Background: an optimization exercise with open tools, aiming at small area. Do not read the settings as production practice.
Only simulation tests tie the RTL to the original design; equivalence was not proved.

Setup of fjord:
## datapath
module datapath (
	input  logic                                clk,
	input  logic                                rst_n,
	input  logic [1:0]                          pc_src,
	input  logic [1:0]                          ma_src,
	input  logic [1:0]                          md_src,
	input  logic                                ir_en,
	input  logic                                alu_a_src,
	input  logic                                alu_b_src,
	input  logic [3:0]                          alu_op,
	input  logic                                hilo_en,
	input  logic [2:0]                          rf_src,
	input  logic [datapath_pkg::REG_ADDR_W-1:0] rf_a_addr,
	input  logic [datapath_pkg::REG_ADDR_W-1:0] rf_b_addr,
	input  logic [datapath_pkg::REG_ADDR_W-1:0] rf_z_addr,
	input  logic [datapath_pkg::WORD_W-1:0]     constant_c,
	input  logic [datapath_pkg::WORD_W-1:0]     data_from_memory,
	output logic [datapath_pkg::WORD_W-1:0]     address_to_memory,
	output logic [datapath_pkg::WORD_W-1:0]     data_to_memory,
	output logic [datapath_pkg::WORD_W-1:0]     ir_out
);
Size in the first run: roughly 4,600 cells after synthesis, ~690 flip-flops, ~0.057 sq mm of cells after synthesis.
clock: 13.0 ns
lec_check: 0
cap_margin: 20
core_margin: 2
core_utilization: 50
gpl_timing_driven: 0
setup_slack_margin: 0.4
slew_margin: 20
synth_hierarchical: 1
run.sh (not shown) runs the stock make flow with config.mk's settings and CLKGATE_MAP_FILE= SYNTH_SCRIPT=/design/flow/synth_recipe.tcl, a recipe that flattens the netlist after the stock synthesis.
Having completed the whole flow, fjord delivered a layout that passed the timing, DRC and antenna checks.
#### Input delta (sierra over fjord)
==> flow/flow/run.sh (new file) <==
#!/bin/bash
# The standard layout with two changes: the port buffers are the
# smallest buffer cell, and after global routing the resizer downsizes gates
# that have slack to spare (ORFS's RECOVER_POWER step). Synthesis is the
# standard one, unchanged. Each step's full output goes to its own log here.
set -euo pipefail
bash standard.sh synth > std_synth.log 2>&1
bash standard.sh "BUFFER_PORTS_ARGS=-buffer_cell sky130_fd_sc_hd__buf_1" RECOVER_POWER=100 finish > std_layout.log 2>&1
==> flow/standard.sh (new file) <==
#!/bin/bash
# synth_recipe.tcl (not shown) runs the flow's synth.tcl, then flattens the netlist and writes it again
# the make line also repeats each setting of config.mk as NAME=value (left out here)
make -C /OpenROAD-flow-scripts/flow DESIGN_CONFIG=/design/flow/config.mk WORK_HOME=/design/flow/orfs CLKGATE_MAP_FILE= SYNTH_SCRIPT=/design/flow/synth_recipe.tcl "${@:-finish}"
removed: flow/run.sh
Findings:
- The flow completed for sierra, but it is not clean: the layout still shows capacitance limit, slew limit.
- The master of the slowest instance on the critical path comes out sky130_fd_sc_hd__mux4_2 in one run and sky130_fd_sc_hd__clkdlybuf4s50_1 in the other, namely in sierra and fjord respectively.
- fjord → sierra: global-route usage lower, least setup slack across all paths after layout went down, final cycle utilization of the critical path up 0.42 points, fmax fell about 0.43%.
- Final-layout non-clock buffer area share for sierra: 2.2 points down relative to fjord
- Post-layout instance count excluding filler cells: sierra vs fjord — no meaningful difference
- sierra ended up with rf_b_addr[1] as its worst setup path startpoint; fjord ended up with rf_b_addr[0].
- Between sierra and fjord, the difference in required time of the worst setup path is negligible.
- sierra has sequential fraction of total cell area above what fjord had.
- Lower utilization after layout was reported by sierra, not fjord.

========
Another version of the RTL of datapath (not shown whole).
Size: ~4,600 cells after synthesis, ~690 flip-flops, ~190 I/O pins, roughly 0.056 mm² of cells after synthesis.
export LEC_CHECK = 0
export CAP_MARGIN = 20
export CORE_MARGIN = 2
export CORE_UTILIZATION = 60
export CTS_CLUSTER_DIAMETER = 100
export CTS_CLUSTER_SIZE = 20
export GPL_TIMING_DRIVEN = 0
export SETUP_SLACK_MARGIN = 0.4
export SLEW_MARGIN = 20
export SYNTH_HIERARCHICAL = 1
create_clock -name core_clock -period 13.0 [get_ports {clk}]
standard.sh (not shown) runs the stock make flow with config.mk's settings and CLKGATE_MAP_FILE= SYNTH_SCRIPT=/design/flow/synth_recipe.tcl, a recipe that flattens the netlist after the stock synthesis.
==> flow/flow/run.sh <==
#!/bin/bash
# The standard layout with two changes after the standard synthesis
# (which runs unchanged first): the port buffers are the smallest buffer
# cell, and the resizer may not use the large buffers (buf_6 and up) when
# it repairs slew, capacitance and timing. Each step's full output goes to
# its own log here; ORFS's own logs are under orfs/logs.
set -euo pipefail
bash standard.sh synth > std_synth.log 2>&1
du=$(make -s -C "$FLOW_HOME" DESIGN_CONFIG="$PWD/config.mk" WORK_HOME="$PWD/orfs" print-DONT_USE_CELLS | sed 's/^DONT_USE_CELLS: //')
big="sky130_fd_sc_hd__buf_6 sky130_fd_sc_hd__buf_8 sky130_fd_sc_hd__buf_12 sky130_fd_sc_hd__buf_16 sky130_fd_sc_hd__bufbuf_8 sky130_fd_sc_hd__bufbuf_16"
bash standard.sh "DONT_USE_CELLS=$du $big" "BUFFER_PORTS_ARGS=-buffer_cell sky130_fd_sc_hd__buf_1" finish > std_layout.log 2>&1
Edit:
--- a/flow/config.mk
+++ b/flow/config.mk
@@ -9,3 +9,3 @@
 export CORE_MARGIN = 2
-export CORE_UTILIZATION = 60
+export CORE_UTILIZATION = 66
 export CTS_CLUSTER_DIAMETER = 100
The changed run ran to the end with no violations.
Hold slack is worse by 0.0057 ns.
Design area fell by 0.46%.
Global-route usage rose by 3.4 points.
Die area fell by 9.0%.
Wire length fell by 1.6%.
Maximum frequency fell by 0.99%.
Via count rose by 1.4%.
Core utilization rose by 6.2 points.

========
Another version of the RTL of datapath (not shown whole).
Size in the first run: about 4500 cells after synthesis, ~690 flip-flops, about 190 I/O pins, ~0.056 mm^2 of cells after synthesis.
Settings: LEC_CHECK=0, CAP_MARGIN=20, CORE_MARGIN=2, CORE_UTILIZATION=60, CTS_CLUSTER_DIAMETER=100, CTS_CLUSTER_SIZE=20, GPL_TIMING_DRIVEN=0, SETUP_SLACK_MARGIN=0.4, SLEW_MARGIN=20, SYNTH_HIERARCHICAL=1; clock period 13.0 ns.
Scripts as last shown in full above: flow/flow/run.sh
Change:
CORE_UTILIZATION = 66   (was 60)
- register-to-register slack loses 0.03 ns
- sequential share of layout area hardly moves
- area after synthesis is unchanged
- non-clock buffer count increases by 15
- hold slack improves by 0.036 ns

## what the ideal ports hide
The flow's constraints put no driver on any port. The routed layouts listed below were extracted and timed again, unchanged, in two steps. Step 1, drivers: a clkbuf_16 drives clk and a buf_2 each remaining input, both assumed. Step 2 adds t to the input delays and takes it off the output delays; t is the mean of the earliest and latest rising clock arrival at the registers after step 1. Input paths then give back, and output paths get back, about the clock's delay inside the block. Slacks: ideal ports / drivers / drivers and shift; pairs: ideal ports / drivers.
run	shift t [ns]	slack for setup (ns)	worst setup path after step 2	worst slew at a driven data input, ns
fjord	0.677	0.548 / 0.581 / -0.097	input to register	0.15
sierra	0.678	0.494 / 0.524 / -0.154	input to register	0.14
the first run of note 2	0.641	0.459 / 0.442 / -0.199	input to register	0.12
the second run of note 2	0.641	0.334 / 0.332 / -0.309	input to register	0.11
the first run of note 3	0.662	0.510 / 0.539 / -0.123	input to register	0.08
the second run of note 3	0.667	0.459 / 0.507 / -0.160	input to register	0.08
For the first run of note 2, which loses most, drivers alone change the setup slack by -0.017 ns; drivers and shift together by -0.658 ns.
